Background: an optimization exercise with open tools, aiming at small area and a short achievable clock period. Do not read the settings as production practice. Function was checked by simulation only, so behaviour that the tests miss may differ from the original. Power is estimated from default activity; no workload was simulated.

## v22
// ycbcr_rgb_color_convert
module ycbcr_rgb_color_convert
(
	input  logic                  clk,
	input  logic                  arst_n,
	input  logic                  start,
	output logic                  busy,
	input  logic [COMP_W-1:0]     comp0,
	input  logic [COMP_W-1:0]     comp1,
	input  logic [COMP_W-1:0]     comp2,
	input  logic                  frame_end,
	output logic                  done,
	output logic [COMP_W-1:0]     out0,
	output logic [COMP_W-1:0]     out1,
	output logic [COMP_W-1:0]     out2,
	output logic                  last_pixel,
	input  logic                  cfg_wr_en,
	input  logic [CFG_IDX_W-1:0]  cfg_index,
	input  logic [CFG_DATA_W-1:0] cfg_data
);
	logic       dir_q, swap_q;
	logic [8:0] ofs_q;
	logic [9:0] ysum;
	logic [8:0] dr, db;
	logic       v1, l1, s1, d1;
	logic       v2, l2, s2, d2;
	logic [9:0] x0_1;
	logic [7:0] y1;
	logic [8:0] x1_1, x2_1;
	logic [7:0] o0, o1, o2;
	assign busy = 1'b0;
	always_ff @(posedge clk or negedge arst_n) begin
		if (!arst_n) begin
			dir_q  <= 1'b0;
			ofs_q  <= '0;
			swap_q <= 1'b0;
		end else if (cfg_wr_en) begin
			case (cfg_index)
				2'd0: dir_q  <= cfg_data[0];
				2'd1: ofs_q  <= cfg_data;
				2'd2: swap_q <= cfg_data[0];
				default: ;
			endcase
		end
	end
	assign ysum = {2'b00, comp0} + {ofs_q[8], ofs_q};
	assign dr = {1'b0, comp0} - {1'b0, comp1};
	assign db = {1'b0, comp2} - {1'b0, comp1};
	always_ff @(posedge clk or negedge arst_n) begin
		if (!arst_n) begin
			v1   <= 1'b0;
			v2   <= 1'b0;
			done <= 1'b0;
		end else begin
			v1   <= start;
			v2   <= v1;
			done <= v2;
		end
	end
	always_ff @(posedge clk) begin
		l1   <= frame_end;
		s1   <= swap_q;
		d1   <= dir_q;
		x0_1 <= dir_q ? {2'b00, comp1} : ysum;
		x1_1 <= dir_q ? {~dr[8], dr[7:0]} : {1'b0, comp2};
		x2_1 <= dir_q ? {~db[8], db[7:0]} : {1'b0, comp1};
	end
	assign y1 = x0_1[9] ? 8'h00 : (x0_1[8] ? 8'hff : x0_1[7:0]);
	ycc_ch0 u_ch0 (.clk(clk), .dir_in(dir_q), .x0(y1), .x1(x1_1), .x2(x2_1), .o(o0));
	ycc_ch1 u_ch1 (.clk(clk), .dir_in(dir_q), .x0(y1), .x1(x1_1), .x2(x2_1), .o(o1));
	ycc_ch2 u_ch2 (.clk(clk), .dir_in(dir_q), .x0(y1), .x1(x1_1), .x2(x2_1), .o(o2));
	always_ff @(posedge clk) begin
		l2 <= l1;
		s2 <= s1;
		d2 <= d1;
	end
	always_ff @(posedge clk) begin
		last_pixel <= l2;
  ...
For scale: roughly 1300 cells after synthesis, roughly 67 I/O pins, ~13000 µm² of cells after synthesis.
==> flow/config.mk <==
export PLATFORM = sky130hd
export DESIGN_NAME = ycbcr_rgb_color_convert
export DESIGN_NICKNAME = ycbcr_rgb_color_convert
export VERILOG_FILES = /design/flow/design.v
export SDC_FILE = /design/flow/constraint.sdc
export NUM_CORES = 4
export LEC_CHECK = 0
export CAP_MARGIN = 20
export CORE_MARGIN = 2
export CORE_UTILIZATION = 55
export PLACE_DENSITY = 0.8
export SETUP_SLACK_MARGIN = 3.6
export SLEW_MARGIN = 20
export SYNTH_HIERARCHICAL = 1
==> flow/constraint.sdc <==
create_clock -name core_clock -period 6.5 [get_ports {clk}]
set_input_delay 1.3000 -clock core_clock [delete_from_list [all_inputs] [get_ports {clk}]]
set_output_delay 1.3000 -clock core_clock [all_outputs]
set_load 0.01 [all_outputs]
standard.sh (not shown) runs the stock make flow with config.mk's settings and CLKGATE_MAP_FILE= SYNTH_SCRIPT=/design/flow/synth_recipe.tcl, a recipe that flattens the netlist after the stock synthesis.
==> flow/flow/run.sh <==
#!/bin/bash
# Layout flow: the standard ORFS flow (standard.sh, unchanged synthesis), with plain buffers
# (buf_1) instead of the default delay-cell buffers on the input and output ports. Each tool's
# full output is kept: ORFS's per-step logs under orfs/logs/, and make's own output in
# flow_make.log in this folder.
set -euo pipefail
bash standard.sh "BUFFER_PORTS_ARGS=-buffer_cell sky130_fd_sc_hd__buf_1" finish > flow_make.log 2>&1
test -s out/final.def
#### Input delta (v9 over v22)
Settings: PLACE_DENSITY no longer set, was 0.8.
[summary]
- v9: flow completed, timing, DRC and antenna clean
- Compared with v22, in v9 maximum fanout count along the critical path grew by 4; first-pass iteration count of the detailed router grew by 1; aggregate global routing overflow held steady.

ycbcr_rgb_color_convert again, from the RTL that the note above started with.
export LEC_CHECK = 0
export CAP_MARGIN = 20
export CORE_MARGIN = 2
export CORE_UTILIZATION = 40
export CTS_BUF_LIST = sky130_fd_sc_hd__clkbuf_8
export SETUP_SLACK_MARGIN = 3.6
export SLEW_MARGIN = 20
export SYNTH_HIERARCHICAL = 1
export TNS_END_PERCENT = 5
create_clock -name core_clock -period 6.5 [get_ports {clk}]
Scripts as last shown in full above: flow/flow/run.sh
The first run finished with timing, DRC and antenna clean.
Next try:
--- a/flow/flow/run.sh
+++ b/flow/flow/run.sh
@@ -5,4 +5,4 @@
 # flow_make.log in this folder.
 set -euo pipefail
-bash standard.sh "BUFFER_PORTS_ARGS=-buffer_cell sky130_fd_sc_hd__buf_1" finish > flow_make.log 2>&1
+bash standard.sh "BUFFER_PORTS_ARGS=-buffer_cell sky130_fd_sc_hd__buf_1" RECOVER_POWER=100 finish > flow_make.log 2>&1
 test -s out/final.def
--- a/flow/config.mk
+++ b/flow/config.mk
@@ -13,3 +13,2 @@
 export SLEW_MARGIN = 20
 export SYNTH_HIERARCHICAL = 1
-export TNS_END_PERCENT = 5
The changed run ran to the end with violations: max-capacitance violations, max-slew violations.
Worst setup slack is worse by 1.0 ns.
Hold slack degrades by 0.021 ns.
Core utilization came out higher by 0.35 points.
Register-to-register slack is worse by 1.0 ns.
Wire length grows slightly.
Cell count rose slightly.
Total power barely changes.
First-iteration DRC count grows by a few percent.
Final area went up slightly.
Sequential share of layout area came out lower by 0.16 points.
Critical path depth is higher by 1.

ycbcr_rgb_color_convert again, from the RTL that the note above started with.
==> flow/config.mk <==
export PLATFORM = sky130hd
export DESIGN_NAME = ycbcr_rgb_color_convert
export DESIGN_NICKNAME = ycbcr_rgb_color_convert
export VERILOG_FILES = /design/flow/design.v
export SDC_FILE = /design/flow/constraint.sdc
export NUM_CORES = 4
export LEC_CHECK = 0
export CAP_MARGIN = 20
export CORE_MARGIN = 2
export CORE_UTILIZATION = 40
export CTS_BUF_LIST = sky130_fd_sc_hd__clkbuf_8
export SETUP_SLACK_MARGIN = 3.7
export SLEW_MARGIN = 20
export SYNTH_HIERARCHICAL = 1
==> flow/constraint.sdc <==
create_clock -name core_clock -period 6.5 [get_ports {clk}]
set_input_delay 1.3000 -clock core_clock [delete_from_list [all_inputs] [get_ports {clk}]]
set_output_delay 1.3000 -clock core_clock [all_outputs]
set_load 0.01 [all_outputs]
==> flow/flow/run.sh <==
#!/bin/bash
# Layout flow: the standard ORFS flow (standard.sh, unchanged synthesis), with plain buffers
# (buf_1) instead of the default delay-cell buffers on the input and output ports. Each tool's
# full output is kept: ORFS's per-step logs under orfs/logs/, and make's own output in
# flow_make.log in this folder.
set -euo pipefail
bash standard.sh "BUFFER_PORTS_ARGS=-buffer_cell sky130_fd_sc_hd__buf_1" finish > flow_make.log 2>&1
test -s out/final.def
The starting point produced a clean layout.
Then changed:
- SETUP_SLACK_MARGIN: 3.7 -> 3.6
After rerunning:
- non-clock buffer count went down by 9
- setup slack got worse by 11 ps
- combinational power is about the same
- cell area came out lower by about 1.2%
- register-to-register slack barely changes
- synthesized cell count does not change
- core utilization is lower by 0.56 points
- via count stays flat
- wire length shrinks by 0.81%

run 1:
Starting RTL as in the previous note.
clock: 6.5 ns
lec_check: 0
cap_margin: 20
core_margin: 2
core_utilization: 40
setup_slack_margin: 3.6
slew_margin: 20
synth_hierarchical: 1
Scripts as last shown in full above: flow/flow/run.sh
Input changes introduced in run 2 (baseline for comparison: run 1):
--- a/flow/config.mk
+++ b/flow/config.mk
@@ -8,5 +8,6 @@
 export CAP_MARGIN = 20
 export CORE_MARGIN = 2
-export CORE_UTILIZATION = 40
+export CORE_UTILIZATION = 50
+export CTS_BUF_LIST = sky130_fd_sc_hd__clkbuf_8
 export SETUP_SLACK_MARGIN = 3.6
 export SLEW_MARGIN = 20
--- outcome ---
- Run 2 vs run 1, final weighted congestion in routability-driven placement went up by 4.9%.
- Taking run 1 as the reference, in run 2 highest fanout seen on the critical path increased 5; core footprint shows a reduction of 0.0065 mm^2.

-- port drivers added, routing unchanged --
The flow's constraints put no driver on any port. The routed layouts listed below were extracted and timed again, unchanged, in two steps.
Step 1 (the two cells are an assumption about what drives the block):
set clk [get_ports {clk}]
set_driving_cell -lib_cell sky130_fd_sc_hd__clkbuf_16 $clk
set_driving_cell -lib_cell sky130_fd_sc_hd__buf_2 [delete_from_list [all_inputs] $clk]
Step 2 moves the port delays by t, midway between the first and last clock arrival at a register: inputs arrive t later, outputs are due t later. That takes back most of the time a late clock gives input paths.
Slacks: ideal / step 1 / step 2; pairs: ideal / step 1.
run | t, ns | setup slack, ns | worst slew at a driven data input, ns | cell pins on the clock port's net
v22 | 0.484 | 3.574 / 3.574 / 3.238 | 0.05 | 1
v9 | 0.477 | 3.627 / 3.627 / 3.231 | 0.04 | 1
the first run of note 2 | 0.530 | 3.540 / 3.540 / 3.178 | 0.05 | 1
the second run of note 2 | 0.528 | 2.496 / 2.496 / 2.496 | 0.05 | 1
the first run of note 3 | 0.546 | 3.667 / 3.667 / 3.253 | 0.06 | 1
the second run of note 3 | 0.530 | 3.656 / 3.656 / 3.228 | 0.05 | 1
run 1 | 0.493 | 3.669 / 3.677 / 3.205 | 0.05 | 1
run 2 | 0.504 | 3.615 / 3.615 / 3.226 | 0.04 | 1
For run 1, which loses most, drivers alone change the setup slack by +0.008 ns; drivers and shift together by -0.464 ns.
